Background: an optimization exercise with open tools, aiming at small area, a short achievable clock period and few clock cycles per item. Do not read the settings as production practice.
Function was checked by simulation only, so behaviour that the tests miss may differ from the original.

==> flow/design.v (outline; a module is shown in full before it is edited, if it fits) <==
// module ccrcp_ring: 43 lines
// module ccrcp_div_step: 39 lines
// module ccrcp_coef: 305 lines
// module ccrcp_booth_enc: 14 lines
// module ccrcp_blend: 1655 lines
// module ccrcp_bmul: 451 lines
// module ccrcp_sqr: 312 lines
// module ccrcp_fin: 18 lines
// module catmull_rom_closed_curve_point: 284 lines
module catmull_rom_closed_curve_point (
    input  wire logic          i_clk,
    input  wire logic          i_rst_n,
    input  wire logic          i_in_valid,
    output logic               o_in_stall,
    input  wire logic [64:0]   i_in_data,
    output logic               o_out_valid,
    input  wire logic          i_out_stall,
    output logic [48:0]        o_out_data,
    input  wire logic          i_cfg_wr_en,
    input  wire logic [9:0]    i_cfg_wr_data
);
  // ...
==> flow/run.sh <==
#!/bin/bash
# synth_recipe.tcl (not shown) runs the flow's synth.tcl, then flattens the netlist and writes it again
# the make line also repeats each setting of config.mk as NAME=value (left out here)
make -C /OpenROAD-flow-scripts/flow DESIGN_CONFIG=/design/flow/config.mk WORK_HOME=/design/flow/orfs CLKGATE_MAP_FILE= SYNTH_SCRIPT=/design/flow/synth_recipe.tcl finish
==> flow/config.mk <==
export PLATFORM = sky130hd
export DESIGN_NAME = catmull_rom_closed_curve_point
export DESIGN_NICKNAME = catmull_rom_closed_curve_point
export VERILOG_FILES = /design/flow/design.v
export SDC_FILE = /design/flow/constraint.sdc
export NUM_CORES = 4
export LEC_CHECK = 0
export CAP_MARGIN = 20
export CORE_MARGIN = 2
export CORE_UTILIZATION = 40
export PLACE_DENSITY = 0.6
export SLEW_MARGIN = 20
==> flow/constraint.sdc <==
create_clock -name core_clock -period 9.0 [get_ports {i_clk}]
set_input_delay 1.8000 -clock core_clock [delete_from_list [all_inputs] [get_ports {i_clk}]]
set_output_delay 1.8000 -clock core_clock [all_outputs]
set_load 0.01 [all_outputs]
==> key figures, run 1 <==
Outcome
  • Status: timing/DRC/antenna clean

Worst setup path
  • CP required: slightly below 10000 ps
  • Family with the most delay on the worst path: compound AO/OA/AOI/OAI gates
  • Reg2reg end: b_c3[1][16]
  • Data arrival time of the worst path: about 8100 ps
  • CP Capture Type: register
  • Crit path cell chain: inv_1, ha_1, and3b_2, buf_4, a22oi_1, nand4_1, fa_1, xor2_1, xnor2_1, fa_1, ha_1, a21oi_1, o21bai_1, a21oi_1, o21ai_0, a41oi_1, a211oi_1, o21a_1, o21ai_0, nor2b_1, xnor2_1

Clock network
  • Postcts setup bufs: 0
  • Clock Root Buffer: clkbuf_16
  • Post_cts resized: 0
  • CTS tree: built
  • Clock Pin Slew Worst Setup and Hold Paths: roughly 60 ps

Yosys
  • Synth Area in Compound Gates: 0.1666
  • Avg Inst Size Synth: 9.977 um^2
  • Post-synth EDFFs: between 1000 and 1500
  • Ys flop type: edfxtp_1
  • Top cells by count, synth: inv_1, fa_1, a22oi_1, edfxtp_1, clkbuf_1
  • Sequential fraction of the synthesis area: 0.2373

Floorplanning
  • Die Y: approximately 630 um
  • Initial Util: 0.4010
  • # rows: around 230

Global route
  • Largest net degree at the start of global routing: ~120
  • Busiest grt layer: met2
  • Overall Global Routing Usage: 0.2791

Layout
  • Top flop regs: u_ring.r_pt x384, g_div.s_pay x156
  • Num sequential: 1240
  • Non-clk buf share: 0.03192
  • Final Cell Area: roughly 170000 um^2
  • #MultiIn Comb: roughly 11000
  • Largest cell class: multi-input gates
  • Ant. Diodes: 6

Hold path
  • Hold crit path type: reg -> reg
  • Hold Path Cell Cnt: 0

Placed design
  • Placed insts: about 20000
  • Placed cell areas: ~160000 um^2
  • Routability congestion estimate: between 0.9 and 1

Routing
  • DR vias/cell: between 5 and 6
  • Final ANT Viol Nets: 0
Testbench counts, summed over its fixed seeds: cycles 2,695, items 2,267.
==> module ccrcp_ring, before the edit <==
module ccrcp_ring (
    input  wire logic         i_clk,
    input  wire logic         i_rst_n,
    input  wire logic         i_wr_en,
    input  wire logic [2:0]   i_wr_idx,
    input  wire logic [47:0]  i_wr_pt,
    input  wire logic [2:0]   i_seg,
    output logic [47:0]       o_p0,
    output logic [47:0]       o_p1,
    output logic [47:0]       o_p2,
    output logic [47:0]       o_p3
);
    logic [47:0] r_pt [8];
    logic [7:0]  r_vld;
    always_ff @(posedge i_clk) begin
        if (!i_rst_n) begin
            r_vld <= '0;
        end else if (i_wr_en) begin
            r_vld[i_wr_idx] <= 1'b1;
        end
    end
    always_ff @(posedge i_clk) begin
        for (int i = 0; i < 8; i++) begin
            if (i_wr_en && (i_wr_idx == 3'(i))) begin
                r_pt[i] <= i_wr_pt;
            end
        end
    end
    always_comb begin
        logic [2:0] a;
        o_p0 = '0;
        o_p1 = '0;
        o_p2 = '0;
        o_p3 = '0;
        for (int i = 0; i < 8; i++) begin
            a = 3'(i);
            if (r_vld[i] && (a == i_seg - 3'd1)) o_p0 = o_p0 | r_pt[i];
            if (r_vld[i] && (a == i_seg))        o_p1 = o_p1 | r_pt[i];
            if (r_vld[i] && (a == i_seg + 3'd1)) o_p2 = o_p2 | r_pt[i];
            if (r_vld[i] && (a == i_seg + 3'd2)) o_p3 = o_p3 | r_pt[i];
        end
    end
endmodule
==> module ccrcp_div_step, before the edit <==
module ccrcp_div_step #(
    parameter int HI = 15,
    parameter int LO = 12
) (
    input  wire logic [9:0]  i_r,
    input  wire logic [9:0]  i_n,
    input  wire logic [11:0] i_n3,
    input  wire logic [15:0] i_q,
    output logic [9:0]       o_r,
    output logic [15:0]      o_q
);
    always_comb begin
        logic [11:0] t;
        logic [12:0] d1, d2, d3;
        logic [9:0]  r;
        r   = i_r;
        o_q = i_q;
        for (int i = HI; i > LO; i -= 2) begin
            t  = {r, (i <= 8) ? i_n[i+1] : 1'b0, (i - 1 <= 8) ? i_n[i] : 1'b0};
            d1 = {1'b0, t} - {3'b000, i_n};
            d2 = {1'b0, t} - {2'b00, i_n, 1'b0};
            d3 = {1'b0, t} - {1'b0, i_n3};
            if (!d3[12]) begin
                o_q[i -: 2] = 2'd3;
                r = d3[9:0];
            end else if (!d2[12]) begin
                o_q[i -: 2] = 2'd2;
                r = d2[9:0];
            end else if (!d1[12]) begin
                o_q[i -: 2] = 2'd1;
                r = d1[9:0];
            end else begin
                o_q[i -: 2] = 2'd0;
                r = t[9:0];
            end
        end
        o_r = r;
    end
endmodule
==> module ccrcp_sqr, before the edit <==
module ccrcp_sqr (
    input  wire logic [15:0] i_u,
    output logic [15:0]      o_p
);
    logic [31:0] acc;
    wire t_0 = i_u[0] & i_u[1];
    wire t_1 = i_u[0] & i_u[2];
    wire t_2 = i_u[0] & i_u[3];
    wire t_3 = i_u[0] & i_u[4];
    wire t_4 = i_u[0] & i_u[5];
    wire t_5 = i_u[0] & i_u[6];
    wire t_6 = i_u[0] & i_u[7];
    wire t_7 = i_u[0] & i_u[8];
    wire t_8 = i_u[0] & i_u[9];
    wire t_9 = i_u[0] & i_u[10];
    wire t_10 = i_u[0] & i_u[11];
    wire t_11 = i_u[0] & i_u[12];
    wire t_12 = i_u[0] & i_u[13];
    wire t_13 = i_u[0] & i_u[14];
    wire t_14 = i_u[0] & i_u[15];
    wire t_15 = i_u[1] & i_u[2];
    wire t_16 = i_u[1] & i_u[3];
    wire t_17 = i_u[1] & i_u[4];
    wire t_18 = i_u[1] & i_u[5];
    wire t_19 = i_u[1] & i_u[6];
    wire t_20 = i_u[1] & i_u[7];
    wire t_21 = i_u[1] & i_u[8];
    wire t_22 = i_u[1] & i_u[9];
    wire t_23 = i_u[1] & i_u[10];
    wire t_24 = i_u[1] & i_u[11];
    wire t_25 = i_u[1] & i_u[12];
    wire t_26 = i_u[1] & i_u[13];
    wire t_27 = i_u[1] & i_u[14];
    wire t_28 = i_u[1] & i_u[15];
    wire t_29 = i_u[2] & i_u[3];
    wire t_30 = i_u[2] & i_u[4];
    wire t_31 = i_u[2] & i_u[5];
    wire t_32 = i_u[2] & i_u[6];
    wire t_33 = i_u[2] & i_u[7];
    wire t_34 = i_u[2] & i_u[8];
    wire t_35 = i_u[2] & i_u[9];
    wire t_36 = i_u[2] & i_u[10];
    wire t_37 = i_u[2] & i_u[11];
    wire t_38 = i_u[2] & i_u[12];
    wire t_39 = i_u[2] & i_u[13];
    wire t_40 = i_u[2] & i_u[14];
    wire t_41 = i_u[2] & i_u[15];
    wire t_42 = i_u[3] & i_u[4];
    wire t_43 = i_u[3] & i_u[5];
    wire t_44 = i_u[3] & i_u[6];
    wire t_45 = i_u[3] & i_u[7];
    wire t_46 = i_u[3] & i_u[8];
    wire t_47 = i_u[3] & i_u[9];
    wire t_48 = i_u[3] & i_u[10];
    wire t_49 = i_u[3] & i_u[11];
    wire t_50 = i_u[3] & i_u[12];
    wire t_51 = i_u[3] & i_u[13];
    wire t_52 = i_u[3] & i_u[14];
    wire t_53 = i_u[3] & i_u[15];
    wire t_54 = i_u[4] & i_u[5];
    wire t_55 = i_u[4] & i_u[6];
    wire t_56 = i_u[4] & i_u[7];
    wire t_57 = i_u[4] & i_u[8];
    wire t_58 = i_u[4] & i_u[9];
    wire t_59 = i_u[4] & i_u[10];
    wire t_60 = i_u[4] & i_u[11];
    wire t_61 = i_u[4] & i_u[12];
    wire t_62 = i_u[4] & i_u[13];
    wire t_63 = i_u[4] & i_u[14];
    wire t_64 = i_u[4] & i_u[15];
    wire t_65 = i_u[5] & i_u[6];
    wire t_66 = i_u[5] & i_u[7];
    wire t_67 = i_u[5] & i_u[8];
    wire t_68 = i_u[5] & i_u[9];
    wire t_69 = i_u[5] & i_u[10];
    wire t_70 = i_u[5] & i_u[11];
    wire t_71 = i_u[5] & i_u[12];
    wire t_72 = i_u[5] & i_u[13];
    wire t_73 = i_u[5] & i_u[14];
    wire t_74 = i_u[5] & i_u[15];
    wire t_75 = i_u[6] & i_u[7];
    wire t_76 = i_u[6] & i_u[8];
    wire t_77 = i_u[6] & i_u[9];
    wire t_78 = i_u[6] & i_u[10];
    wire t_79 = i_u[6] & i_u[11];
    wire t_80 = i_u[6] & i_u[12];
    wire t_81 = i_u[6] & i_u[13];
    wire t_82 = i_u[6] & i_u[14];
    wire t_83 = i_u[6] & i_u[15];
    wire t_84 = i_u[7] & i_u[8];
    wire t_85 = i_u[7] & i_u[9];
    wire t_86 = i_u[7] & i_u[10];
    wire t_87 = i_u[7] & i_u[11];
    wire t_88 = i_u[7] & i_u[12];
    wire t_89 = i_u[7] & i_u[13];
    wire t_90 = i_u[7] & i_u[14];
    wire t_91 = i_u[7] & i_u[15];
    wire t_92 = i_u[8] & i_u[9];
    wire t_93 = i_u[8] & i_u[10];
    wire t_94 = i_u[8] & i_u[11];
    wire t_95 = i_u[8] & i_u[12];
    wire t_96 = i_u[8] & i_u[13];
    wire t_97 = i_u[8] & i_u[14];
    wire t_98 = i_u[8] & i_u[15];
    wire t_99 = i_u[9] & i_u[10];
    wire t_100 = i_u[9] & i_u[11];
    wire t_101 = i_u[9] & i_u[12];
    wire t_102 = i_u[9] & i_u[13];
    wire t_103 = i_u[9] & i_u[14];
    wire t_104 = i_u[9] & i_u[15];
    wire t_105 = i_u[10] & i_u[11];
    wire t_106 = i_u[10] & i_u[12];
    wire t_107 = i_u[10] & i_u[13];
    wire t_108 = i_u[10] & i_u[14];
    wire t_109 = i_u[10] & i_u[15];
    wire t_110 = i_u[11] & i_u[12];
    wire t_111 = i_u[11] & i_u[13];
    wire t_112 = i_u[11] & i_u[14];
    wire t_113 = i_u[11] & i_u[15];
    wire t_114 = i_u[12] & i_u[13];
    wire t_115 = i_u[12] & i_u[14];
    wire t_116 = i_u[12] & i_u[15];
    wire t_117 = i_u[13] & i_u[14];
    wire t_118 = i_u[13] & i_u[15];
    wire t_119 = i_u[14] & i_u[15];
    wire t_120 = t_10 ^ t_23;
    wire t_121 = t_10 & t_23;
    wire t_122 = t_11 ^ t_24;
    wire t_123 = t_11 & t_24;
    wire t_124 = t_12 ^ t_25 ^ t_37;
    wire t_125 = (t_12 & t_25) | (t_12 & t_37) | (t_25 & t_37);
    wire t_126 = t_48 ^ t_58;
    wire t_127 = t_48 & t_58;
    wire t_128 = t_13 ^ t_26 ^ t_38;
    wire t_129 = (t_13 & t_26) | (t_13 & t_38) | (t_26 & t_38);
    wire t_130 = t_49 ^ t_59 ^ t_68;
    wire t_131 = (t_49 & t_59) | (t_49 & t_68) | (t_59 & t_68);
    wire t_132 = t_14 ^ t_27 ^ t_39;
    wire t_133 = (t_14 & t_27) | (t_14 & t_39) | (t_27 & t_39);
    wire t_134 = t_50 ^ t_60 ^ t_69;
    wire t_135 = (t_50 & t_60) | (t_50 & t_69) | (t_60 & t_69);
    wire t_136 = t_77 ^ t_84;
    wire t_137 = t_77 & t_84;
    wire t_138 = t_28 ^ t_40 ^ t_51;
    wire t_139 = (t_28 & t_40) | (t_28 & t_51) | (t_40 & t_51);
    wire t_140 = t_61 ^ t_70 ^ t_78;
    wire t_141 = (t_61 & t_70) | (t_61 & t_78) | (t_70 & t_78);
    wire t_142 = t_41 ^ t_52 ^ t_62;
    wire t_143 = (t_41 & t_52) | (t_41 & t_62) | (t_52 & t_62);
    wire t_144 = t_71 ^ t_79 ^ t_86;
    wire t_145 = (t_71 & t_79) | (t_71 & t_86) | (t_79 & t_86);
    wire t_146 = t_53 ^ t_63 ^ t_72;
    wire t_147 = (t_53 & t_63) | (t_53 & t_72) | (t_63 & t_72);
    wire t_148 = t_64 ^ t_73 ^ t_81;
    wire t_149 = (t_64 & t_73) | (t_64 & t_81) | (t_73 & t_81);
    wire t_150 = t_6 ^ t_19;
    wire t_151 = t_6 & t_19;
    wire t_152 = t_7 ^ t_20;
    wire t_153 = t_7 & t_20;
    wire t_154 = t_8 ^ t_21 ^ t_33;
    wire t_155 = (t_8 & t_21) | (t_8 & t_33) | (t_21 & t_33);
    wire t_156 = t_44 ^ t_54;
    wire t_157 = t_44 & t_54;
    wire t_158 = t_9 ^ t_22 ^ t_34;
    wire t_159 = (t_9 & t_22) | (t_9 & t_34) | (t_22 & t_34);
    wire t_160 = t_45 ^ t_55;
    wire t_161 = t_45 & t_55;
    wire t_162 = t_35 ^ t_46 ^ t_56;
    wire t_163 = (t_35 & t_46) | (t_35 & t_56) | (t_46 & t_56);
    wire t_164 = t_65 ^ i_u[6] ^ t_120;
    wire t_165 = (t_65 & i_u[6]) | (t_65 & t_120) | (i_u[6] & t_120);
    wire t_166 = t_36 ^ t_47 ^ t_57;
    wire t_167 = (t_36 & t_47) | (t_36 & t_57) | (t_47 & t_57);
    wire t_168 = t_66 ^ t_121 ^ t_122;
    wire t_169 = (t_66 & t_121) | (t_66 & t_122) | (t_121 & t_122);
    wire t_170 = t_67 ^ t_75 ^ i_u[7];
    wire t_171 = (t_67 & t_75) | (t_67 & i_u[7]) | (t_75 & i_u[7]);
    wire t_172 = t_123 ^ t_124 ^ t_126;
    wire t_173 = (t_123 & t_124) | (t_123 & t_126) | (t_124 & t_126);
    wire t_174 = t_76 ^ 1'b1 ^ t_125;
    wire t_175 = (t_76 & 1'b1) | (t_76 & t_125) | (1'b1 & t_125);
    wire t_176 = t_127 ^ t_128 ^ t_130;
    wire t_177 = (t_127 & t_128) | (t_127 & t_130) | (t_128 & t_130);
    wire t_178 = i_u[8] ^ t_129 ^ t_131;
    wire t_179 = (i_u[8] & t_129) | (i_u[8] & t_131) | (t_129 & t_131);
    wire t_180 = t_132 ^ t_134 ^ t_136;
    wire t_181 = (t_132 & t_134) | (t_132 & t_136) | (t_134 & t_136);
    wire t_182 = t_85 ^ t_133 ^ t_135;
    wire t_183 = (t_85 & t_133) | (t_85 & t_135) | (t_133 & t_135);
    wire t_184 = t_137 ^ t_138 ^ t_140;
    wire t_185 = (t_137 & t_138) | (t_137 & t_140) | (t_138 & t_140);
    wire t_186 = t_92 ^ i_u[9] ^ t_139;
    wire t_187 = (t_92 & i_u[9]) | (t_92 & t_139) | (i_u[9] & t_139);
    wire t_188 = t_141 ^ t_142 ^ t_144;
    wire t_189 = (t_141 & t_142) | (t_141 & t_144) | (t_142 & t_144);
    wire t_190 = t_80 ^ t_87 ^ t_93;
    wire t_191 = (t_80 & t_87) | (t_80 & t_93) | (t_87 & t_93);
    wire t_192 = t_143 ^ t_145 ^ t_146;
    wire t_193 = (t_143 & t_145) | (t_143 & t_146) | (t_145 & t_146);
    wire t_194 = t_88 ^ t_94 ^ t_99;
    wire t_195 = (t_88 & t_94) | (t_88 & t_99) | (t_94 & t_99);
    wire t_196 = i_u[10] ^ t_147 ^ t_148;
    wire t_197 = (i_u[10] & t_147) | (i_u[10] & t_148) | (t_147 & t_148);
    wire t_198 = t_74 ^ t_82 ^ t_89;
    wire t_199 = (t_74 & t_82) | (t_74 & t_89) | (t_82 & t_89);
    wire t_200 = t_95 ^ t_100 ^ t_149;
    wire t_201 = (t_95 & t_100) | (t_95 & t_149) | (t_100 & t_149);
    wire t_202 = t_83 ^ t_90 ^ t_96;
    wire t_203 = (t_83 & t_90) | (t_83 & t_96) | (t_90 & t_96);
    wire t_204 = t_101 ^ t_105 ^ i_u[11];
    wire t_205 = (t_101 & t_105) | (t_101 & i_u[11]) | (t_105 & i_u[11]);
    wire t_206 = t_91 ^ t_97 ^ t_102;
    wire t_207 = (t_91 & t_97) | (t_91 & t_102) | (t_97 & t_102);
    wire t_208 = t_98 ^ t_103 ^ t_107;
    wire t_209 = (t_98 & t_103) | (t_98 & t_107) | (t_103 & t_107);
    wire t_210 = t_4 ^ t_17;
    wire t_211 = t_4 & t_17;
    wire t_212 = t_5 ^ t_18;
    wire t_213 = t_5 & t_18;
    wire t_214 = t_31 ^ t_42 ^ i_u[4];
    wire t_215 = (t_31 & t_42) | (t_31 & i_u[4]) | (t_42 & i_u[4]);
    wire t_216 = t_32 ^ t_43 ^ t_151;
    wire t_217 = (t_32 & t_43) | (t_32 & t_151) | (t_43 & t_151);
    wire t_218 = i_u[5] ^ t_153 ^ t_154;
    wire t_219 = (i_u[5] & t_153) | (i_u[5] & t_154) | (t_153 & t_154);
    wire t_220 = t_155 ^ t_157 ^ t_158;
    wire t_221 = (t_155 & t_157) | (t_155 & t_158) | (t_157 & t_158);
    wire t_222 = t_159 ^ t_161 ^ t_162;
    wire t_223 = (t_159 & t_161) | (t_159 & t_162) | (t_161 & t_162);
    wire t_224 = t_163 ^ t_165 ^ t_166;
    wire t_225 = (t_163 & t_165) | (t_163 & t_166) | (t_165 & t_166);
    wire t_226 = t_167 ^ t_169 ^ t_170;
    wire t_227 = (t_167 & t_169) | (t_167 & t_170) | (t_169 & t_170);
    wire t_228 = t_171 ^ t_173 ^ t_174;
    wire t_229 = (t_171 & t_173) | (t_171 & t_174) | (t_173 & t_174);
    wire t_230 = t_175 ^ t_177 ^ t_178;
    wire t_231 = (t_175 & t_177) | (t_175 & t_178) | (t_177 & t_178);
    wire t_232 = t_179 ^ t_181 ^ t_182;
    wire t_233 = (t_179 & t_181) | (t_179 & t_182) | (t_181 & t_182);
    wire t_234 = t_183 ^ t_185 ^ t_186;
    wire t_235 = (t_183 & t_185) | (t_183 & t_186) | (t_185 & t_186);
    wire t_236 = t_187 ^ t_189 ^ t_190;
    wire t_237 = (t_187 & t_189) | (t_187 & t_190) | (t_189 & t_190);
    wire t_238 = t_191 ^ t_193 ^ t_194;
    wire t_239 = (t_191 & t_193) | (t_191 & t_194) | (t_193 & t_194);
    wire t_240 = t_195 ^ t_197 ^ t_198;
    wire t_241 = (t_195 & t_197) | (t_195 & t_198) | (t_197 & t_198);
    wire t_242 = t_199 ^ t_201 ^ t_202;
    wire t_243 = (t_199 & t_201) | (t_199 & t_202) | (t_201 & t_202);
    wire t_244 = t_106 ^ t_203 ^ t_205;
    wire t_245 = (t_106 & t_203) | (t_106 & t_205) | (t_203 & t_205);
    wire t_246 = t_110 ^ i_u[12] ^ t_207;
    wire t_247 = (t_110 & i_u[12]) | (t_110 & t_207) | (i_u[12] & t_207);
    wire t_248 = t_104 ^ t_108 ^ t_111;
    wire t_249 = (t_104 & t_108) | (t_104 & t_111) | (t_108 & t_111);
    wire t_250 = t_109 ^ t_112 ^ t_114;
    wire t_251 = (t_109 & t_112) | (t_109 & t_114) | (t_112 & t_114);
    wire t_252 = t_2 ^ t_15;
    wire t_253 = t_2 & t_15;
    wire t_254 = t_3 ^ t_16;
    wire t_255 = t_3 & t_16;
    wire t_256 = t_29 ^ i_u[3] ^ t_210;
    wire t_257 = (t_29 & i_u[3]) | (t_29 & t_210) | (i_u[3] & t_210);
    wire t_258 = t_30 ^ t_211 ^ t_212;
    wire t_259 = (t_30 & t_211) | (t_30 & t_212) | (t_211 & t_212);
    wire t_260 = t_150 ^ t_213 ^ t_214;
    wire t_261 = (t_150 & t_213) | (t_150 & t_214) | (t_213 & t_214);
    wire t_262 = t_152 ^ t_215 ^ t_216;
    wire t_263 = (t_152 & t_215) | (t_152 & t_216) | (t_215 & t_216);
    wire t_264 = t_156 ^ t_217 ^ t_218;
    wire t_265 = (t_156 & t_217) | (t_156 & t_218) | (t_217 & t_218);
    wire t_266 = t_160 ^ t_219 ^ t_220;
    wire t_267 = (t_160 & t_219) | (t_160 & t_220) | (t_219 & t_220);
    wire t_268 = t_164 ^ t_221 ^ t_222;
    wire t_269 = (t_164 & t_221) | (t_164 & t_222) | (t_221 & t_222);
    wire t_270 = t_168 ^ t_223 ^ t_224;
    wire t_271 = (t_168 & t_223) | (t_168 & t_224) | (t_223 & t_224);
    wire t_272 = t_172 ^ t_225 ^ t_226;
    wire t_273 = (t_172 & t_225) | (t_172 & t_226) | (t_225 & t_226);
    wire t_274 = t_176 ^ t_227 ^ t_228;
    wire t_275 = (t_176 & t_227) | (t_176 & t_228) | (t_227 & t_228);
    wire t_276 = t_180 ^ t_229 ^ t_230;
    wire t_277 = (t_180 & t_229) | (t_180 & t_230) | (t_229 & t_230);
    wire t_278 = t_184 ^ t_231 ^ t_232;
    wire t_279 = (t_184 & t_231) | (t_184 & t_232) | (t_231 & t_232);
    wire t_280 = t_188 ^ t_233 ^ t_234;
    wire t_281 = (t_188 & t_233) | (t_188 & t_234) | (t_233 & t_234);
    wire t_282 = t_192 ^ t_235 ^ t_236;
    wire t_283 = (t_192 & t_235) | (t_192 & t_236) | (t_235 & t_236);
    wire t_284 = t_196 ^ t_237 ^ t_238;
    wire t_285 = (t_196 & t_237) | (t_196 & t_238) | (t_237 & t_238);
    wire t_286 = t_200 ^ t_239 ^ t_240;
    wire t_287 = (t_200 & t_239) | (t_200 & t_240) | (t_239 & t_240);
    wire t_288 = t_204 ^ t_241 ^ t_242;
    wire t_289 = (t_204 & t_241) | (t_204 & t_242) | (t_241 & t_242);
    wire t_290 = t_206 ^ t_243 ^ t_244;
    wire t_291 = (t_206 & t_243) | (t_206 & t_244) | (t_243 & t_244);
    wire t_292 = t_208 ^ t_245 ^ t_246;
    wire t_293 = (t_208 & t_245) | (t_208 & t_246) | (t_245 & t_246);
    wire t_294 = t_209 ^ t_247 ^ t_248;
    wire t_295 = (t_209 & t_247) | (t_209 & t_248) | (t_247 & t_248);
    wire t_296 = i_u[13] ^ t_249 ^ t_250;
    wire t_297 = (i_u[13] & t_249) | (i_u[13] & t_250) | (t_249 & t_250);
    wire t_298 = t_113 ^ t_115 ^ t_251;
    wire t_299 = (t_113 & t_115) | (t_113 & t_251) | (t_115 & t_251);
    wire t_300 = t_116 ^ t_117 ^ i_u[14];
    wire t_301 = (t_116 & t_117) | (t_116 & i_u[14]) | (t_117 & i_u[14]);
    wire [31:0] t_a = {1'b0, t_119, t_118, t_299, t_297, t_295, t_293, t_291, t_289, t_287, t_285, t_283, t_281, t_279, t_277, t_275, t_273, t_271, t_269, t_267, t_265, t_263, t_261, t_259, t_257, t_255, t_253, i_u[2], t_1, t_0, 1'b0, i_u[0]};
    wire [31:0] t_b = {1'b0, i_u[15], t_301, t_300, t_298, t_296, t_294, t_292, t_290, t_288, t_286, t_284, t_282, t_280, t_278, t_276, t_274, t_272, t_270, t_268, t_266, t_264, t_262, t_260, t_258, t_256, t_254, t_252, 1'b0, i_u[1], 1'b0, 1'b0};
    assign acc = t_a + t_b;
    assign o_p = acc[31:16];
endmodule
==> module ccrcp_fin, before the edit <==
module ccrcp_fin (
    input  wire logic [19:0] i_ha,
    input  wire logic [19:0] i_hb,
    input  wire logic        i_c,
    output logic [15:0]      o_c
);
    logic [19:0] q;
    assign q = i_ha + i_hb + 20'(i_c);
    always_comb begin
        if (q[19:15] == 5'b00000 || q[19:15] == 5'b11111) begin
            o_c = q[15:0];
        end else if (q[19]) begin
            o_c = 16'h8000;
        end else begin
            o_c = 16'h7fff;
        end
    end
endmodule
==> module catmull_rom_closed_curve_point, before the edit <==
module catmull_rom_closed_curve_point (
    input  wire logic          i_clk,
    input  wire logic          i_rst_n,
    input  wire logic          i_in_valid,
    output logic               o_in_stall,
    input  wire logic [64:0]   i_in_data,
    output logic               o_out_valid,
    input  wire logic          i_out_stall,
    output logic [48:0]        o_out_data,
    input  wire logic          i_cfg_wr_en,
    input  wire logic [9:0]    i_cfg_wr_data
);
    localparam int PB = ccrcp_pkg::PAY_BITS;
    logic [9:0]  r_steps;
    logic        r_adv;
    always_ff @(posedge i_clk) begin
        if (!i_rst_n) begin
            r_steps <= 10'(ccrcp_pkg::STEPS_RESET);
        end else if (i_cfg_wr_en) begin
            r_steps <= i_cfg_wr_data;
        end
    end
    assign o_in_stall = ~r_adv;
    logic          a_cmd_in;
    logic [PB-1:0] a_pay_in;
    always_comb begin
        logic [9:0] n_eff;
        logic [9:0] k;
        logic       se;
        n_eff    = (r_steps == '0) ? 10'd1 : r_steps;
        k        = i_in_data[9:0];
        se       = (k >= n_eff);
        a_cmd_in = i_in_data[64];
        if (a_cmd_in) begin
            a_pay_in        = '0;
            a_pay_in[9:0]   = se ? 10'd0 : k;
            a_pay_in[19:10] = n_eff;
            a_pay_in[38:36] = i_in_data[12:10] + {2'b00, se};
            a_pay_in[39]    = se;
            a_pay_in[51:40] = {2'b00, n_eff} + {1'b0, n_eff, 1'b0};
        end else begin
            a_pay_in = PB'(i_in_data[63:13]);
        end
    end
    logic          a_v, a_cmd;
    logic [PB-1:0] a_pay;
    always_ff @(posedge i_clk) begin
        if (!i_rst_n) begin
            a_v <= 1'b0;
        end else if (r_adv) begin
            a_v <= i_in_valid;
        end
    end
    always_ff @(posedge i_clk) begin
        if (r_adv) begin
            a_cmd <= a_cmd_in;
            a_pay <= a_pay_in;
        end
    end
    localparam int ND = 4;
    logic          d_v   [ND+1];
    logic          d_cmd [ND+1];
    logic [PB-1:0] d_pay [ND+1];
    assign d_v[0]   = a_v;
    assign d_cmd[0] = a_cmd;
    assign d_pay[0] = a_pay;
    for (genvar g = 0; g < ND; g++) begin : g_div
        logic [9:0]    r_o;
        logic [15:0]   q_o;
        logic [PB-1:0] nxt;
        ccrcp_div_step #(
            .HI (15 - 4 * g),
            .LO (12 - 4 * g)
        ) u_step (
            .i_r (d_pay[g][9:0]),
            .i_n (d_pay[g][19:10]),
            .i_n3 (d_pay[g][51:40]),
            .i_q (d_pay[g][35:20]),
            .o_r (r_o),
            .o_q (q_o)
        );
        always_comb begin
            nxt = d_pay[g];
            if (d_cmd[g]) begin
                nxt[9:0]   = r_o;
                nxt[35:20] = q_o;
            end
        end
        logic          s_v, s_cmd;
        logic [PB-1:0] s_pay;
        always_ff @(posedge i_clk) begin
            if (!i_rst_n) begin
                s_v <= 1'b0;
            end else if (r_adv) begin
                s_v <= d_v[g];
            end
        end
        always_ff @(posedge i_clk) begin
            if (r_adv) begin
                s_cmd <= d_cmd[g];
                s_pay <= nxt;
            end
        end
        assign d_v[g+1]   = s_v;
        assign d_cmd[g+1] = s_cmd;
        assign d_pay[g+1] = s_pay;
    end
    logic [PB-1:0] p1_in;
    logic [15:0]   sq_u2;
    ccrcp_sqr u_sqr (.i_u (d_pay[ND][35:20]), .o_p (sq_u2));
    always_comb begin
        p1_in = d_pay[ND];
        if (d_cmd[ND]) begin
            p1_in        = '0;
            p1_in[15:0]  = d_pay[ND][35:20];
            p1_in[31:16] = sq_u2;
            p1_in[35:32] = d_pay[ND][39:36];
        end
    end
    logic          p1_v, p1_cmd;
    logic [PB-1:0] p1_pay;
    always_ff @(posedge i_clk) begin
        if (!i_rst_n) begin
            p1_v <= 1'b0;
        end else if (r_adv) begin
            p1_v <= d_v[ND];
        end
    end
    always_ff @(posedge i_clk) begin
        if (r_adv) begin
            p1_cmd <= d_cmd[ND];
            p1_pay <= p1_in;
        end
    end
    logic        ring_we;
    logic [47:0] tp0, tp1, tp2, tp3;
    assign ring_we = r_adv && p1_v && !p1_cmd;
    ccrcp_ring u_ring (
        .i_clk    (i_clk),
        .i_rst_n  (i_rst_n),
        .i_wr_en  (ring_we),
        .i_wr_idx (p1_pay[50:48]),
        .i_wr_pt  (p1_pay[47:0]),
        .i_seg    (p1_pay[34:32]),
        .o_p0     (tp0),
        .o_p1     (tp1),
        .o_p2     (tp2),
        .o_p3     (tp3)
    );
    logic signed [16:0] c1_in [3];
    logic signed [19:0] c2_in [3];
    logic signed [18:0] c3_in [3];
    for (genvar c = 0; c < 3; c++) begin : g_coef
        ccrcp_coef u_coef (
            .i_p0 (tp0[47-16*c -: 16]),
            .i_p1 (tp1[47-16*c -: 16]),
            .i_p2 (tp2[47-16*c -: 16]),
            .i_p3 (tp3[47-16*c -: 16]),
            .o_c1 (c1_in[c]),
            .o_c2 (c2_in[c]),
            .o_c3 (c3_in[c])
        );
    end
    logic [15:0] u3_in;
    logic [26:0] p2_du, p2_du2, p2_du3;
    ccrcp_booth_enc u_enc1 (.i_u (p1_pay[15:0]),  .o_d (p2_du));
    ccrcp_booth_enc u_enc2 (.i_u (p1_pay[31:16]), .o_d (p2_du2));
    ccrcp_bmul u_cube (.i_a (p1_pay[31:16]), .i_d (p2_du), .o_p (u3_in));
    ccrcp_booth_enc u_enc3 (.i_u (u3_in), .o_d (p2_du3));
    logic               b_v, b_se;
    logic [26:0]        b_d1, b_d2, b_d3;
    logic signed [15:0] b_p1 [3];
    logic signed [16:0] b_c1 [3];
    logic signed [19:0] b_c2 [3];
    logic signed [18:0] b_c3 [3];
    always_ff @(posedge i_clk) begin
        if (!i_rst_n) begin
            b_v <= 1'b0;
        end else if (r_adv) begin
            b_v <= p1_v && p1_cmd;
        end
    end
    always_ff @(posedge i_clk) begin
        if (r_adv) begin
            b_se <= p1_pay[35];
            b_d1 <= p2_du;
            b_d2 <= p2_du2;
            b_d3 <= p2_du3;
            for (int c = 0; c < 3; c++) begin
                b_p1[c] <= tp1[47-16*c -: 16];
                b_c1[c] <= c1_in[c];
                b_c2[c] <= c2_in[c];
                b_c3[c] <= c3_in[c];
            end
        end
    end
    logic [19:0]        ha_in [3];
    logic [19:0]        hb_in [3];
    logic               hc_in [3];
    for (genvar c = 0; c < 3; c++) begin : g_blend
        ccrcp_blend u_blend (
            .i_d1 (b_d1),
            .i_d2 (b_d2),
            .i_d3 (b_d3),
            .i_p1 (b_p1[c]),
            .i_c1 (b_c1[c]),
            .i_c2 (b_c2[c]),
            .i_c3 (b_c3[c]),
            .o_ha (ha_in[c]),
            .o_hb (hb_in[c]),
            .o_c  (hc_in[c])
        );
    end
    logic               q_v, q_se;
    logic [19:0]        q_ha [3];
    logic [19:0]        q_hb [3];
    logic               q_c  [3];
    always_ff @(posedge i_clk) begin
        if (!i_rst_n) begin
            q_v <= 1'b0;
        end else if (r_adv) begin
            q_v <= b_v;
        end
    end
    always_ff @(posedge i_clk) begin
        if (r_adv) begin
            q_se <= b_se;
            for (int c = 0; c < 3; c++) begin
                q_ha[c] <= ha_in[c];
                q_hb[c] <= hb_in[c];
                q_c[c]  <= hc_in[c];
            end
        end
    end
    logic [48:0] res;
    for (genvar c = 0; c < 3; c++) begin : g_sat
        ccrcp_fin u_fin (
            .i_ha (q_ha[c]),
            .i_hb (q_hb[c]),
            .i_c  (q_c[c]),
            .o_c  (res[48-16*c -: 16])
        );
    end
    assign res[0] = q_se;
    logic        r_out_v, r_sk_v;
    logic [48:0] r_out, r_sk;
    logic        arrive, take;
    assign arrive = r_adv && q_v;
    assign take   = r_out_v && !i_out_stall;
    always_ff @(posedge i_clk) begin
        if (!i_rst_n) begin
            r_out_v <= 1'b0;
            r_sk_v  <= 1'b0;
            r_adv   <= 1'b1;
        end else begin
            if (r_sk_v) begin
                if (take) begin
                    r_sk_v <= 1'b0;
                    r_adv  <= 1'b1;
                end
            end else if (!r_out_v || take) begin
                r_out_v <= arrive;
            end else if (arrive) begin
                r_sk_v <= 1'b1;
                r_adv  <= 1'b0;
            end
        end
    end
    always_ff @(posedge i_clk) begin
        if (r_sk_v) begin
            if (take) begin
                r_out <= r_sk;
            end
        end else if (!r_out_v || take) begin
            if (arrive) begin
                r_out <= res;
            end
        end else if (arrive) begin
            r_sk <= res;
        end
    end
    assign o_out_valid = r_out_v;
    assign o_out_data  = r_out;
endmodule
==> run 2: changes to the inputs <==
--- a/flow/design.v
+++ b/flow/design.v
@@ -11,17 +11,18 @@
 `default_nettype wire
 `default_nettype none
 module ccrcp_ring (
     input  wire logic         i_clk,
     input  wire logic         i_rst_n,
     input  wire logic         i_wr_en,
     input  wire logic [2:0]   i_wr_idx,
     input  wire logic [47:0]  i_wr_pt,
-    input  wire logic [2:0]   i_seg,
+    input  wire logic [31:0]  i_sel,
+    output logic [7:0]        o_vld,
     output logic [47:0]       o_p0,
     output logic [47:0]       o_p1,
     output logic [47:0]       o_p2,
     output logic [47:0]       o_p3
 );
     logic [47:0] r_pt [8];
     logic [7:0]  r_vld;
     always_ff @(posedge i_clk) begin
@@ -33,28 +34,27 @@
     end
     always_ff @(posedge i_clk) begin
         for (int i = 0; i < 8; i++) begin
             if (i_wr_en && (i_wr_idx == 3'(i))) begin
                 r_pt[i] <= i_wr_pt;
             end
         end
     end
+    assign o_vld = r_vld;
     always_comb begin
-        logic [2:0] a;
         o_p0 = '0;
         o_p1 = '0;
         o_p2 = '0;
         o_p3 = '0;
         for (int i = 0; i < 8; i++) begin
-            a = 3'(i);
-            if (r_vld[i] && (a == i_seg - 3'd1)) o_p0 = o_p0 | r_pt[i];
-            if (r_vld[i] && (a == i_seg))        o_p1 = o_p1 | r_pt[i];
-            if (r_vld[i] && (a == i_seg + 3'd1)) o_p2 = o_p2 | r_pt[i];
-            if (r_vld[i] && (a == i_seg + 3'd2)) o_p3 = o_p3 | r_pt[i];
+            if (i_sel[i])      o_p0 = o_p0 | r_pt[i];
+            if (i_sel[8 + i])  o_p1 = o_p1 | r_pt[i];
+            if (i_sel[16 + i]) o_p2 = o_p2 | r_pt[i];
+            if (i_sel[24 + i]) o_p3 = o_p3 | r_pt[i];
         end
     end
 endmodule
 `default_nettype wire
 `default_nettype none
 module ccrcp_div_step #(
     parameter int HI = 15,
     parameter int LO = 12
@@ -86,16 +86,22 @@
             end else if (!d1[12]) begin
                 o_q[i -: 2] = 2'd1;
                 r = d1[9:0];
             end else begin
                 o_q[i -: 2] = 2'd0;
                 r = t[9:0];
             end
         end
+        if (((HI - LO) % 2) == 0) begin
+            t  = {1'b0, r, (LO <= 8) ? i_n[LO+1] : 1'b0};
+            d1 = {1'b0, t} - {3'b000, i_n};
+            o_q[LO] = ~d1[12];
+            r = d1[12] ? t[9:0] : d1[9:0];
+        end
         o_r = r;
     end
 endmodule
 `default_nettype wire
 `default_nettype none
 module ccrcp_coef (
     input  wire logic signed [15:0] i_p0,
     input  wire logic signed [15:0] i_p1,
@@ -418,19 +424,18 @@
 module ccrcp_blend (
     input  wire logic [26:0]        i_d1,
     input  wire logic [26:0]        i_d2,
     input  wire logic [26:0]        i_d3,
     input  wire logic signed [15:0] i_p1,
     input  wire logic signed [16:0] i_c1,
     input  wire logic signed [19:0] i_c2,
     input  wire logic signed [18:0] i_c3,
-    output logic [19:0]             o_ha,
-    output logic [19:0]             o_hb,
-    output logic                    o_c
+    output logic [36:0]             o_a,
+    output logic [36:0]             o_b
 );
     wire [17:0] e1 = {i_c1[16], i_c1};
     wire [20:0] e2 = {i_c2[19], i_c2};
     wire [19:0] e3 = {i_c3[18], i_c3};
     wire        p1n = ~i_p1[15];
     wire t_0 = (i_d1[0] & e1[0]) ^ i_d1[2];
     wire t_1 = ((i_d1[0] & e1[1]) | (i_d1[1] & e1[0])) ^ i_d1[2];
     wire t_2 = ((i_d1[0] & e1[2]) | (i_d1[1] & e1[1])) ^ i_d1[2];
@@ -2060,28 +2065,27 @@
     wire t_1626 = t_1478 ^ t_1551 ^ t_1552;
     wire t_1627 = (t_1478 & t_1551) | (t_1478 & t_1552) | (t_1551 & t_1552);
     wire t_1628 = t_1482 ^ t_1553 ^ t_1554;
     wire t_1629 = (t_1482 & t_1553) | (t_1482 & t_1554) | (t_1553 & t_1554);
     wire t_1630 = t_1484 ^ t_1555 ^ t_1556;
     wire t_1631 = (t_1484 & t_1555) | (t_1484 & t_1556) | (t_1555 & t_1556);
     wire t_1632 = t_1485 ^ t_1557 ^ t_1558;
     wire t_1633 = (t_1485 & t_1557) | (t_1485 & t_1558) | (t_1557 & t_1558);
-    wire [17:0] t_lo = {1'b0, {t_1591, t_1589, t_1587, t_1585, t_1583, t_1581, t_1579, t_1577, t_1575, t_1573, t_1571, t_1569, t_1567, t_1565, t_1563, t_1561, t_1486}} + {1'b0, {t_1592, t_1590, t_1588, t_1586, t_1584, t_1582, t_1580, t_1578, t_1576, t_1574, t_1572, t_1570, t_1568, t_1566, t_1564, t_1562, t_1560}};
-    assign o_c  = t_lo[17];
-    assign o_ha = {t_1631, t_1629, t_1627, t_1625, t_1623, t_1621, t_1619, t_1617, t_1615, t_1613, t_1611, t_1609, t_1607, t_1605, t_1603, t_1601, t_1599, t_1597, t_1595, t_1593};
-    assign o_hb = {t_1632, t_1630, t_1628, t_1626, t_1624, t_1622, t_1620, t_1618, t_1616, t_1614, t_1612, t_1610, t_1608, t_1606, t_1604, t_1602, t_1600, t_1598, t_1596, t_1594};
+    assign o_a = {t_1631, t_1629, t_1627, t_1625, t_1623, t_1621, t_1619, t_1617, t_1615, t_1613, t_1611, t_1609, t_1607, t_1605, t_1603, t_1601, t_1599, t_1597, t_1595, t_1593, t_1591, t_1589, t_1587, t_1585, t_1583, t_1581, t_1579, t_1577, t_1575, t_1573, t_1571, t_1569, t_1567, t_1565, t_1563, t_1561, t_1486};
+    assign o_b = {t_1632, t_1630, t_1628, t_1626, t_1624, t_1622, t_1620, t_1618, t_1616, t_1614, t_1612, t_1610, t_1608, t_1606, t_1604, t_1602, t_1600, t_1598, t_1596, t_1594, t_1592, t_1590, t_1588, t_1586, t_1584, t_1582, t_1580, t_1578, t_1576, t_1574, t_1572, t_1570, t_1568, t_1566, t_1564, t_1562, t_1560};
 endmodule
 module ccrcp_bmul (
     input  wire logic [15:0] i_a,
     input  wire logic [26:0] i_d,
-    output logic [15:0]      o_p
+    output logic [15:0]      o_ha,
+    output logic [15:0]      o_hb,
+    output logic             o_c
 );
     wire [17:0] e = {2'b00, i_a};
-    logic [31:0] acc;
     wire t_0 = (i_d[0] & e[0]) ^ i_d[2];
     wire t_1 = ((i_d[0] & e[1]) | (i_d[1] & e[0])) ^ i_d[2];
     wire t_2 = ((i_d[0] & e[2]) | (i_d[1] & e[1])) ^ i_d[2];
     wire t_3 = ((i_d[0] & e[3]) | (i_d[1] & e[2])) ^ i_d[2];
     wire t_4 = ((i_d[0] & e[4]) | (i_d[1] & e[3])) ^ i_d[2];
     wire t_5 = ((i_d[0] & e[5]) | (i_d[1] & e[4])) ^ i_d[2];
     wire t_6 = ((i_d[0] & e[6]) | (i_d[1] & e[5])) ^ i_d[2];
     wire t_7 = ((i_d[0] & e[7]) | (i_d[1] & e[6])) ^ i_d[2];
@@ -2511,26 +2515,27 @@
     wire t_431 = t_323 ^ t_372 ^ t_373;
     wire t_432 = (t_323 & t_372) | (t_323 & t_373) | (t_372 & t_373);
     wire t_433 = t_324 ^ t_374 ^ t_375;
     wire t_434 = (t_324 & t_374) | (t_324 & t_375) | (t_374 & t_375);
     wire t_435 = 1'b1 ^ t_376 ^ t_377;
     wire t_436 = (1'b1 & t_376) | (1'b1 & t_377) | (t_376 & t_377);
     wire t_437 = t_151 ^ t_167 ^ t_378;
     wire t_438 = (t_151 & t_167) | (t_151 & t_378) | (t_167 & t_378);
-    wire [31:0] t_a = {t_436, t_434, t_432, t_430, t_428, t_426, t_424, t_422, t_420, t_418, t_416, t_414, t_412, t_410, t_408, t_406, t_404, t_402, t_400, t_398, t_396, t_394, t_392, t_390, t_388, t_386, t_384, t_382, t_380, i_d[5], t_1, t_0};
-    wire [31:0] t_b = {t_437, t_435, t_433, t_431, t_429, t_427, t_425, t_423, t_421, t_419, t_417, t_415, t_413, t_411, t_409, t_407, t_405, t_403, t_401, t_399, t_397, t_395, t_393, t_391, t_389, t_387, t_385, t_383, t_381, t_379, 1'b0, i_d[2]};
-    assign acc = t_a + t_b;
-    assign o_p = acc[31:16];
+    wire [16:0] t_lo = {1'b0, {t_404, t_402, t_400, t_398, t_396, t_394, t_392, t_390, t_388, t_386, t_384, t_382, t_380, i_d[5], t_1, t_0}} + {1'b0, {t_405, t_403, t_401, t_399, t_397, t_395, t_393, t_391, t_389, t_387, t_385, t_383, t_381, t_379, 1'b0, i_d[2]}};
+    assign o_c  = t_lo[16];
+    assign o_ha = {t_436, t_434, t_432, t_430, t_428, t_426, t_424, t_422, t_420, t_418, t_416, t_414, t_412, t_410, t_408, t_406};
+    assign o_hb = {t_437, t_435, t_433, t_431, t_429, t_427, t_425, t_423, t_421, t_419, t_417, t_415, t_413, t_411, t_409, t_407};
 endmodule
 module ccrcp_sqr (
     input  wire logic [15:0] i_u,
-    output logic [15:0]      o_p
+    output logic [15:0]      o_ha,
+    output logic [15:0]      o_hb,
+    output logic             o_c
 );
-    logic [31:0] acc;
     wire t_0 = i_u[0] & i_u[1];
     wire t_1 = i_u[0] & i_u[2];
     wire t_2 = i_u[0] & i_u[3];
     wire t_3 = i_u[0] & i_u[4];
     wire t_4 = i_u[0] & i_u[5];
     wire t_5 = i_u[0] & i_u[6];
     wire t_6 = i_u[0] & i_u[7];
     wire t_7 = i_u[0] & i_u[8];
@@ -2823,29 +2828,30 @@
     wire t_294 = t_209 ^ t_247 ^ t_248;
     wire t_295 = (t_209 & t_247) | (t_209 & t_248) | (t_247 & t_248);
     wire t_296 = i_u[13] ^ t_249 ^ t_250;
     wire t_297 = (i_u[13] & t_249) | (i_u[13] & t_250) | (t_249 & t_250);
     wire t_298 = t_113 ^ t_115 ^ t_251;
     wire t_299 = (t_113 & t_115) | (t_113 & t_251) | (t_115 & t_251);
     wire t_300 = t_116 ^ t_117 ^ i_u[14];
     wire t_301 = (t_116 & t_117) | (t_116 & i_u[14]) | (t_117 & i_u[14]);
-    wire [31:0] t_a = {1'b0, t_119, t_118, t_299, t_297, t_295, t_293, t_291, t_289, t_287, t_285, t_283, t_281, t_279, t_277, t_275, t_273, t_271, t_269, t_267, t_265, t_263, t_261, t_259, t_257, t_255, t_253, i_u[2], t_1, t_0, 1'b0, i_u[0]};
-    wire [31:0] t_b = {1'b0, i_u[15], t_301, t_300, t_298, t_296, t_294, t_292, t_290, t_288, t_286, t_284, t_282, t_280, t_278, t_276, t_274, t_272, t_270, t_268, t_266, t_264, t_262, t_260, t_258, t_256, t_254, t_252, 1'b0, i_u[1], 1'b0, 1'b0};
-    assign acc = t_a + t_b;
-    assign o_p = acc[31:16];
+    wire [16:0] t_lo = {1'b0, {t_273, t_271, t_269, t_267, t_265, t_263, t_261, t_259, t_257, t_255, t_253, i_u[2], t_1, t_0, 1'b0, i_u[0]}} + {1'b0, {t_274, t_272, t_270, t_268, t_266, t_264, t_262, t_260, t_258, t_256, t_254, t_252, 1'b0, i_u[1], 1'b0, 1'b0}};
+    assign o_c  = t_lo[16];
+    assign o_ha = {1'b0, t_119, t_118, t_299, t_297, t_295, t_293, t_291, t_289, t_287, t_285, t_283, t_281, t_279, t_277, t_275};
+    assign o_hb = {1'b0, i_u[15], t_301, t_300, t_298, t_296, t_294, t_292, t_290, t_288, t_286, t_284, t_282, t_280, t_278, t_276};
 endmodule
 module ccrcp_fin (
-    input  wire logic [19:0] i_ha,
-    input  wire logic [19:0] i_hb,
-    input  wire logic        i_c,
+    input  wire logic [36:0] i_a,
+    input  wire logic [36:0] i_b,
     output logic [15:0]      o_c
 );
+    logic [36:0] acc;
     logic [19:0] q;
-    assign q = i_ha + i_hb + 20'(i_c);
+    assign acc = i_a + i_b;
+    assign q   = acc[36:17];
     always_comb begin
         if (q[19:15] == 5'b00000 || q[19:15] == 5'b11111) begin
             o_c = q[15:0];
         end else if (q[19]) begin
             o_c = 16'h8000;
         end else begin
             o_c = 16'h7fff;
         end
@@ -2861,43 +2867,50 @@
     input  wire logic [64:0]   i_in_data,
     output logic               o_out_valid,
     input  wire logic          i_out_stall,
     output logic [48:0]        o_out_data,
     input  wire logic          i_cfg_wr_en,
     input  wire logic [9:0]    i_cfg_wr_data
 );
     localparam int PB = ccrcp_pkg::PAY_BITS;
-    logic [9:0]  r_steps;
+    localparam int WB = 51;      
     logic        r_adv;
+    logic [9:0]  r_n;
+    logic [11:0] r_n3;
     always_ff @(posedge i_clk) begin
         if (!i_rst_n) begin
-            r_steps <= 10'(ccrcp_pkg::STEPS_RESET);
+            r_n  <= 10'(ccrcp_pkg::STEPS_RESET);
+            r_n3 <= 12'(3 * ccrcp_pkg::STEPS_RESET);
         end else if (i_cfg_wr_en) begin
-            r_steps <= i_cfg_wr_data;
+            if (i_cfg_wr_data == '0) begin
+                r_n  <= 10'd1;
+                r_n3 <= 12'd3;
+            end else begin
+                r_n  <= i_cfg_wr_data;
+                r_n3 <= {2'b00, i_cfg_wr_data} + {1'b0, i_cfg_wr_data, 1'b0};
+            end
         end
     end
     assign o_in_stall = ~r_adv;
     logic          a_cmd_in;
     logic [PB-1:0] a_pay_in;
     always_comb begin
-        logic [9:0] n_eff;
         logic [9:0] k;
         logic       se;
-        n_eff    = (r_steps == '0) ? 10'd1 : r_steps;
         k        = i_in_data[9:0];
-        se       = (k >= n_eff);
+        se       = (k >= r_n);
         a_cmd_in = i_in_data[64];
         if (a_cmd_in) begin
             a_pay_in        = '0;
             a_pay_in[9:0]   = se ? 10'd0 : k;
-            a_pay_in[19:10] = n_eff;
+            a_pay_in[19:10] = r_n;
             a_pay_in[38:36] = i_in_data[12:10] + {2'b00, se};
             a_pay_in[39]    = se;
-            a_pay_in[51:40] = {2'b00, n_eff} + {1'b0, n_eff, 1'b0};
+            a_pay_in[51:40] = r_n3;
         end else begin
             a_pay_in = PB'(i_in_data[63:13]);
         end
     end
     logic          a_v, a_cmd;
     logic [PB-1:0] a_pay;
     always_ff @(posedge i_clk) begin
         if (!i_rst_n) begin
@@ -2907,37 +2920,37 @@
         end
     end
     always_ff @(posedge i_clk) begin
         if (r_adv) begin
             a_cmd <= a_cmd_in;
             a_pay <= a_pay_in;
         end
     end
-    localparam int ND = 4;
+    localparam int ND = 6;
     logic          d_v   [ND+1];
     logic          d_cmd [ND+1];
     logic [PB-1:0] d_pay [ND+1];
     assign d_v[0]   = a_v;
     assign d_cmd[0] = a_cmd;
     assign d_pay[0] = a_pay;
     for (genvar g = 0; g < ND; g++) begin : g_div
         logic [9:0]    r_o;
         logic [15:0]   q_o;
         logic [PB-1:0] nxt;
         ccrcp_div_step #(
-            .HI (15 - 4 * g),
-            .LO (12 - 4 * g)
+            .HI ((g < 4) ? 15 - 3 * g : 11 - 2 * g),
+            .LO ((g < 4) ? 13 - 3 * g : 10 - 2 * g)
         ) u_step (
-            .i_r (d_pay[g][9:0]),
-            .i_n (d_pay[g][19:10]),
+            .i_r  (d_pay[g][9:0]),
+            .i_n  (d_pay[g][19:10]),
             .i_n3 (d_pay[g][51:40]),
-            .i_q (d_pay[g][35:20]),
-            .o_r (r_o),
-            .o_q (q_o)
+            .i_q  (d_pay[g][35:20]),
+            .o_r  (r_o),
+            .o_q  (q_o)
         );
         always_comb begin
             nxt = d_pay[g];
             if (d_cmd[g]) begin
                 nxt[9:0]   = r_o;
                 nxt[35:20] = q_o;
             end
         end
@@ -2955,150 +2968,223 @@
                 s_cmd <= d_cmd[g];
                 s_pay <= nxt;
             end
         end
         assign d_v[g+1]   = s_v;
         assign d_cmd[g+1] = s_cmd;
         assign d_pay[g+1] = s_pay;
     end
-    logic [PB-1:0] p1_in;
-    logic [15:0]   sq_u2;
-    ccrcp_sqr u_sqr (.i_u (d_pay[ND][35:20]), .o_p (sq_u2));
+    localparam int Q1B = 53;
+    logic [15:0]    sq_a, sq_b;
+    logic           sq_c;
+    logic [Q1B-1:0] q1_in;
+    ccrcp_sqr u_sqr (
+        .i_u  (d_pay[ND][35:20]),
+        .o_ha (sq_a),
+        .o_hb (sq_b),
+        .o_c  (sq_c)
+    );
     always_comb begin
-        p1_in = d_pay[ND];
+        q1_in = Q1B'(d_pay[ND][WB-1:0]);
         if (d_cmd[ND]) begin
-            p1_in        = '0;
-            p1_in[15:0]  = d_pay[ND][35:20];
-            p1_in[31:16] = sq_u2;
-            p1_in[35:32] = d_pay[ND][39:36];
+            q1_in = {d_pay[ND][39:36], sq_c, sq_b, sq_a, d_pay[ND][35:20]};
+        end
+    end
+    logic           q1_v, q1_cmd;
+    logic [Q1B-1:0] q1_pay;
+    always_ff @(posedge i_clk) begin
+        if (!i_rst_n) begin
+            q1_v <= 1'b0;
+        end else if (r_adv) begin
+            q1_v <= d_v[ND];
+        end
+    end
+    always_ff @(posedge i_clk) begin
+        if (r_adv) begin
+            q1_cmd <= d_cmd[ND];
+            q1_pay <= q1_in;
+        end
+    end
+    logic [WB-1:0] q2_in;
+    always_comb begin
+        q2_in = q1_pay[WB-1:0];
+        if (q1_cmd) begin
+            q2_in        = '0;
+            q2_in[15:0]  = q1_pay[15:0];
+            q2_in[31:16] = q1_pay[31:16] + q1_pay[47:32] + 16'(q1_pay[48]);
+            q2_in[35:32] = q1_pay[52:49];
         end
     end
-    logic          p1_v, p1_cmd;
-    logic [PB-1:0] p1_pay;
+    logic          q2_v, q2_cmd;
+    logic [WB-1:0] q2_pay;
     always_ff @(posedge i_clk) begin
         if (!i_rst_n) begin
-            p1_v <= 1'b0;
+            q2_v <= 1'b0;
         end else if (r_adv) begin
-            p1_v <= d_v[ND];
+            q2_v <= q1_v;
         end
     end
     always_ff @(posedge i_clk) begin
         if (r_adv) begin
-            p1_cmd <= d_cmd[ND];
-            p1_pay <= p1_in;
+            q2_cmd <= q1_cmd;
+            q2_pay <= q2_in;
         end
     end
+    localparam int C1B = 98;
     logic        ring_we;
+    logic [7:0]  ring_vld;
+    logic [7:0]  vld_fwd;
+    logic [31:0] tap_sel;
+    assign ring_we = r_adv && c1_v && !c1_cmd;
+    always_comb begin
+        logic [7:0] oh;
+        oh      = 8'(1) << q2_pay[34:32];
+        vld_fwd = ring_vld | (ring_we ? 8'(1) << c1_pay[50:48] : 8'h00);
+        for (int i = 0; i < 8; i++) begin
+            tap_sel[i]      = oh[(i + 1) % 8] & vld_fwd[i];
+            tap_sel[8 + i]  = oh[i]           & vld_fwd[i];
+            tap_sel[16 + i] = oh[(i + 7) % 8] & vld_fwd[i];
+            tap_sel[24 + i] = oh[(i + 6) % 8] & vld_fwd[i];
+        end
+    end
+    logic [26:0]    du;
+    logic [15:0]    cu_a, cu_b;
+    logic           cu_c;
+    logic [C1B-1:0] c1_in;
+    ccrcp_booth_enc u_enc0 (.i_u (q2_pay[15:0]), .o_d (du));
+    ccrcp_bmul u_cube (
+        .i_a  (q2_pay[31:16]),
+        .i_d  (du),
+        .o_ha (cu_a),
+        .o_hb (cu_b),
+        .o_c  (cu_c)
+    );
+    always_comb begin
+        c1_in = C1B'(q2_pay);
+        if (q2_cmd) begin
+            c1_in = {q2_pay[35], tap_sel, cu_c, cu_b, cu_a, q2_pay[31:0]};
+        end
+    end
+    logic           c1_v, c1_cmd;
+    logic [C1B-1:0] c1_pay;
+    always_ff @(posedge i_clk) begin
+        if (!i_rst_n) begin
+            c1_v <= 1'b0;
+        end else if (r_adv) begin
+            c1_v <= q2_v;
+        end
+    end
+    always_ff @(posedge i_clk) begin
+        if (r_adv) begin
+            c1_cmd <= q2_cmd;
+            c1_pay <= c1_in;
+        end
+    end
     logic [47:0] tp0, tp1, tp2, tp3;
-    assign ring_we = r_adv && p1_v && !p1_cmd;
     ccrcp_ring u_ring (
         .i_clk    (i_clk),
         .i_rst_n  (i_rst_n),
         .i_wr_en  (ring_we),
-        .i_wr_idx (p1_pay[50:48]),
-        .i_wr_pt  (p1_pay[47:0]),
-        .i_seg    (p1_pay[34:32]),
+        .i_wr_idx (c1_pay[50:48]),
+        .i_wr_pt  (c1_pay[47:0]),
+        .i_sel    (c1_pay[96:65]),
+        .o_vld    (ring_vld),
         .o_p0     (tp0),
         .o_p1     (tp1),
         .o_p2     (tp2),
         .o_p3     (tp3)
     );
-    logic signed [16:0] c1_in [3];
-    logic signed [19:0] c2_in [3];
-    logic signed [18:0] c3_in [3];
+    logic signed [16:0] c1_c [3];
+    logic signed [19:0] c2_c [3];
+    logic signed [18:0] c3_c [3];
     for (genvar c = 0; c < 3; c++) begin : g_coef
         ccrcp_coef u_coef (
             .i_p0 (tp0[47-16*c -: 16]),
             .i_p1 (tp1[47-16*c -: 16]),
             .i_p2 (tp2[47-16*c -: 16]),
             .i_p3 (tp3[47-16*c -: 16]),
-            .o_c1 (c1_in[c]),
-            .o_c2 (c2_in[c]),
-            .o_c3 (c3_in[c])
+            .o_c1 (c1_c[c]),
+            .o_c2 (c2_c[c]),
+            .o_c3 (c3_c[c])
         );
     end
-    logic [15:0] u3_in;
-    logic [26:0] p2_du, p2_du2, p2_du3;
-    ccrcp_booth_enc u_enc1 (.i_u (p1_pay[15:0]),  .o_d (p2_du));
-    ccrcp_booth_enc u_enc2 (.i_u (p1_pay[31:16]), .o_d (p2_du2));
-    ccrcp_bmul u_cube (.i_a (p1_pay[31:16]), .i_d (p2_du), .o_p (u3_in));
-    ccrcp_booth_enc u_enc3 (.i_u (u3_in), .o_d (p2_du3));
+    logic [15:0] u3;
+    logic [26:0] d1, d2, d3;
+    assign u3 = c1_pay[47:32] + c1_pay[63:48] + 16'(c1_pay[64]);
+    ccrcp_booth_enc u_enc1 (.i_u (c1_pay[15:0]),  .o_d (d1));
+    ccrcp_booth_enc u_enc2 (.i_u (c1_pay[31:16]), .o_d (d2));
+    ccrcp_booth_enc u_enc3 (.i_u (u3),            .o_d (d3));
     logic               b_v, b_se;
     logic [26:0]        b_d1, b_d2, b_d3;
     logic signed [15:0] b_p1 [3];
     logic signed [16:0] b_c1 [3];
     logic signed [19:0] b_c2 [3];
     logic signed [18:0] b_c3 [3];
     always_ff @(posedge i_clk) begin
         if (!i_rst_n) begin
             b_v <= 1'b0;
         end else if (r_adv) begin
-            b_v <= p1_v && p1_cmd;
+            b_v <= c1_v && c1_cmd;
         end
     end
     always_ff @(posedge i_clk) begin
         if (r_adv) begin
-            b_se <= p1_pay[35];
-            b_d1 <= p2_du;
-            b_d2 <= p2_du2;
-            b_d3 <= p2_du3;
+            b_se <= c1_pay[97];
+            b_d1 <= d1;
+            b_d2 <= d2;
+            b_d3 <= d3;
             for (int c = 0; c < 3; c++) begin
                 b_p1[c] <= tp1[47-16*c -: 16];
-                b_c1[c] <= c1_in[c];
-                b_c2[c] <= c2_in[c];
-                b_c3[c] <= c3_in[c];
+                b_c1[c] <= c1_c[c];
+                b_c2[c] <= c2_c[c];
+                b_c3[c] <= c3_c[c];
             end
         end
     end
-    logic [19:0]        ha_in [3];
-    logic [19:0]        hb_in [3];
-    logic               hc_in [3];
+    logic [36:0] ra_in [3];
+    logic [36:0] rb_in [3];
     for (genvar c = 0; c < 3; c++) begin : g_blend
         ccrcp_blend u_blend (
             .i_d1 (b_d1),
             .i_d2 (b_d2),
             .i_d3 (b_d3),
             .i_p1 (b_p1[c]),
             .i_c1 (b_c1[c]),
             .i_c2 (b_c2[c]),
             .i_c3 (b_c3[c]),
-            .o_ha (ha_in[c]),
-            .o_hb (hb_in[c]),
-            .o_c  (hc_in[c])
+            .o_a  (ra_in[c]),
+            .o_b  (rb_in[c])
         );
     end
-    logic               q_v, q_se;
-    logic [19:0]        q_ha [3];
-    logic [19:0]        q_hb [3];
-    logic               q_c  [3];
+    logic        q_v, q_se;
+    logic [36:0] q_ra [3];
+    logic [36:0] q_rb [3];
     always_ff @(posedge i_clk) begin
         if (!i_rst_n) begin
             q_v <= 1'b0;
         end else if (r_adv) begin
             q_v <= b_v;
         end
     end
     always_ff @(posedge i_clk) begin
         if (r_adv) begin
             q_se <= b_se;
             for (int c = 0; c < 3; c++) begin
-                q_ha[c] <= ha_in[c];
-                q_hb[c] <= hb_in[c];
-                q_c[c]  <= hc_in[c];
+                q_ra[c] <= ra_in[c];
+                q_rb[c] <= rb_in[c];
             end
         end
     end
     logic [48:0] res;
-    for (genvar c = 0; c < 3; c++) begin : g_sat
+    for (genvar c = 0; c < 3; c++) begin : g_fin
         ccrcp_fin u_fin (
-            .i_ha (q_ha[c]),
-            .i_hb (q_hb[c]),
-            .i_c  (q_c[c]),
-            .o_c  (res[48-16*c -: 16])
+            .i_a (q_ra[c]),
+            .i_b (q_rb[c]),
+            .o_c (res[48-16*c -: 16])
         );
     end
     assign res[0] = q_se;
     logic        r_out_v, r_sk_v;
     logic [48:0] r_out, r_sk;
     logic        arrive, take;
     assign arrive = r_adv && q_v;
     assign take   = r_out_v && !i_out_stall;
==> flow/config.mk (replaced) <==
export PLATFORM = sky130hd
export DESIGN_NAME = catmull_rom_closed_curve_point
export DESIGN_NICKNAME = catmull_rom_closed_curve_point
export VERILOG_FILES = /design/flow/design.v
export SDC_FILE = /design/flow/constraint.sdc
export NUM_CORES = 4
export LEC_CHECK = 0
export CAP_MARGIN = 20
export CORE_MARGIN = 2
export CORE_UTILIZATION = 30
export PLACE_DENSITY = 0.45
export SLEW_MARGIN = 20
==> key figures, run 2 <==
Yosys
  • Synth Instances: 16190 (was 15610)
  • Sequential fraction of the synthesis area: 0.2853 (was 0.2373)
  • Top cells by count, synth: inv_1, a22oi_1, fa_1, edfxtp_1, clkbuf_1 (was inv_1, fa_1, a22oi_1, edfxtp_1, clkbuf_1)
  • Yosys top cell by area: edfxtp_1 (was fa_1)
  • Post-synth EDFFs: 1569 (was 1211)
  • XOR/XNOR Fraction of Synth Area: 0.09361 (was 0.1016)
  • Avg Inst Size Synth: 10.39 um^2 (was 9.977 um^2)

Worst setup path
  • Data arrival time of the worst path: 7020 ps (was 8120 ps)
  • Reg2Reg Depth: 19 (was 21)
  • CP required: 9610 ps (about the same)
  • Family with the most delay on the worst path: compound AO/OA/AOI/OAI gates (unchanged)
  • Critical path's most frequent cell: fa_1
  • Crit path cell chain: buf_4, a22oi_1, and4_1, inv_1, fa_1, inv_1, fa_1, fa_1, ha_1, a21oi_1, o21bai_1, a21oi_1, o21ai_1, a211oi_1, nor2_1, o41a_1, a41o_1, o41ai_1, xnor2_1 (was inv_1, ha_1, and3b_2, buf_4, a22oi_1, nand4_1, fa_1, xor2_1, xnor2_1, fa_1, ha_1, a21oi_1, o21bai_1, a21oi_1, o21ai_0, a41oi_1, a211oi_1, o21a_1, o21ai_0, nor2b_1, xnor2_1)
  • CP Capture Type: register (unchanged)

Global route
  • Vias in the first global route: 128800 (was 123300)
  • Overall Global Routing Usage: 0.2170 (was 0.2791)
  • Largest net degree at the start of global routing: 155 (was 116)

Placed design
  • Placed insts: 22930 (was 20150)
  • Routability congestion estimate: 0.8544 (was 0.9442)

Clock network
  • Clock Pin Slew Worst Setup and Hold Paths: 60 ps (about the same)
  • Clock Root Buffer: clkbuf_16 (unchanged)
  • CTS tree: built (unchanged)
  • Post_cts resized: 0 (unchanged)

Routing
  • DR vias/cell: 5.340 (was 5.939)
  • Final ANT Viol Nets: 0 (unchanged)

Hold path
  • Hold Path Cell Cnt: 0 (unchanged)
  • Hold crit path type: reg -> reg (unchanged)

Layout
  • Commonest cells after routing, fill and taps aside: inv_1, a22oi_1, fa_1 (was inv_1, fa_1, a22oi_1)
  • Top flop regs: u_ring.r_pt x384, g_div.s_pay x260 (was u_ring.r_pt x384, g_div.s_pay x156)
  • Final Cell Area: 184900 um^2 (was 168300 um^2)

Floorplanning
  • Die Y: 752.8 um (was 627.9 um)
  • Initial Util: 0.3005 (was 0.4010)
  • Top Ports: 131 (unchanged)

Outcome
  • Status: timing/DRC/antenna clean (unchanged)
## run 2: changes by cell type in the layout (fill, tap and decap cells not counted), sizes merged, moves of 42 or more
cell / delta
a222oi: -97
maj3: +57
clkbuf: +53
a22oi: +144
buf: -70
and4: +55
edfxtp: +358
a221oi: -42
and3: -62
o21ai: +66
## run 2: stage by stage
step	utilization	TNS [ps]	setup WS (ps)
6_report	0.3302	0	2587
3_3_place_gp	0.3175	0	2712
2_1_floorplan	-	-138960	-867.4
3_5_place_dp	0.3175	0	2574
4_1_cts	0.3301	0	2591
5_1_grt	0.3302	0	2146
## run 2: metal layers
layer  global-route usage  share of wire  vias up
met2               0.3507           0.46     5867
li1                     -              -    54190
met3              0.04257          0.082     1339
met5            0.0005051       0.000091        -
met4              0.07757          0.042        8
met1               0.2890           0.42    63120
## run 2: worst max path at each step
stage	from	end	slack, ps	depth (start not counted)
detailed placement	c1_pay[77]	b_c2[0][17]	2570	19
CTS	c1_pay[77]	b_c2[0][17]	2590	19
global placement	c1_pay[77]	b_c2[0][17]	2710	19
finish	c1_pay[86]	b_c3[2][17]	2590	19
floorplan	r_adv	o_in_stall	-870	2
global route	g_div[1].s_pay[19]	g_div[2].s_pay[1]	2150	27
## run 2: logic make-up (layout without fill, tap and decap cells)
kind of cell,count (synthesis),count (layout)
XOR/XNOR,1798,1798
AO/OA/AOI/OAI,3807,3807
AND/OR/NAND/NOR,2063,2063
other,0,6
buffers and inverters,3833,3475
flip-flops,1613,1613
adder cells (fa/ha/maj),2872,2872
multiplexers,206,206
## run 2: cell type report
cell class	instances	area (um^2)
repair buffers	516	4817
flip-flops and latches	1613	48000
diodes	6	15.01
inverters	2579	9681
well taps	7479	9358
clock buffers	231	5270
fillers	56940	375000
clock inverters	149	1778
multi-input cells	10750	105900
## run 2: worst reg2reg max path, delay by kind of cell, from the launching register on
kind,cells,cell delay [ps]
AOI/OAI and AO/OA,9,2290
and+or+nand+nor,2,490
DFF,1,750
xor gates and xnor gates,1,110
buffers and inverters,3,600
adders and majority gates,4,1840
Testbench counts of run 2, summed over its fixed seeds: cycles 2,727, items 2,267.

-- static timing again, ports no longer ideal --
How much do the figures lean on ideal ports? The routed layouts below were timed once more, with nothing changed but the port constraints. Step 1 sets driving cells, clkbuf_16 on the clock port and buf_2 on the other inputs (assumed; they add their load-dependent delay and slew). Step 2 moves the port delays by t, midway between the first and last clock arrival at a register: inputs arrive t later, outputs are due t later. That takes back most of the time a late clock gives input paths. Three values: ideal, step 1, step 2; two values: the first two.
run	shift t [ns]	slack for setup (ns)	worst setup path after step 2	worst register clock-pin slew, ns
run 1	0.988	1.483 / 1.483 / 1.483	register to register	0.08 / 0.08
run 2	1.046	2.587 / 2.587 / 2.587	register to register	0.08 / 0.08
After both steps setup and hold are still met in every run listed.
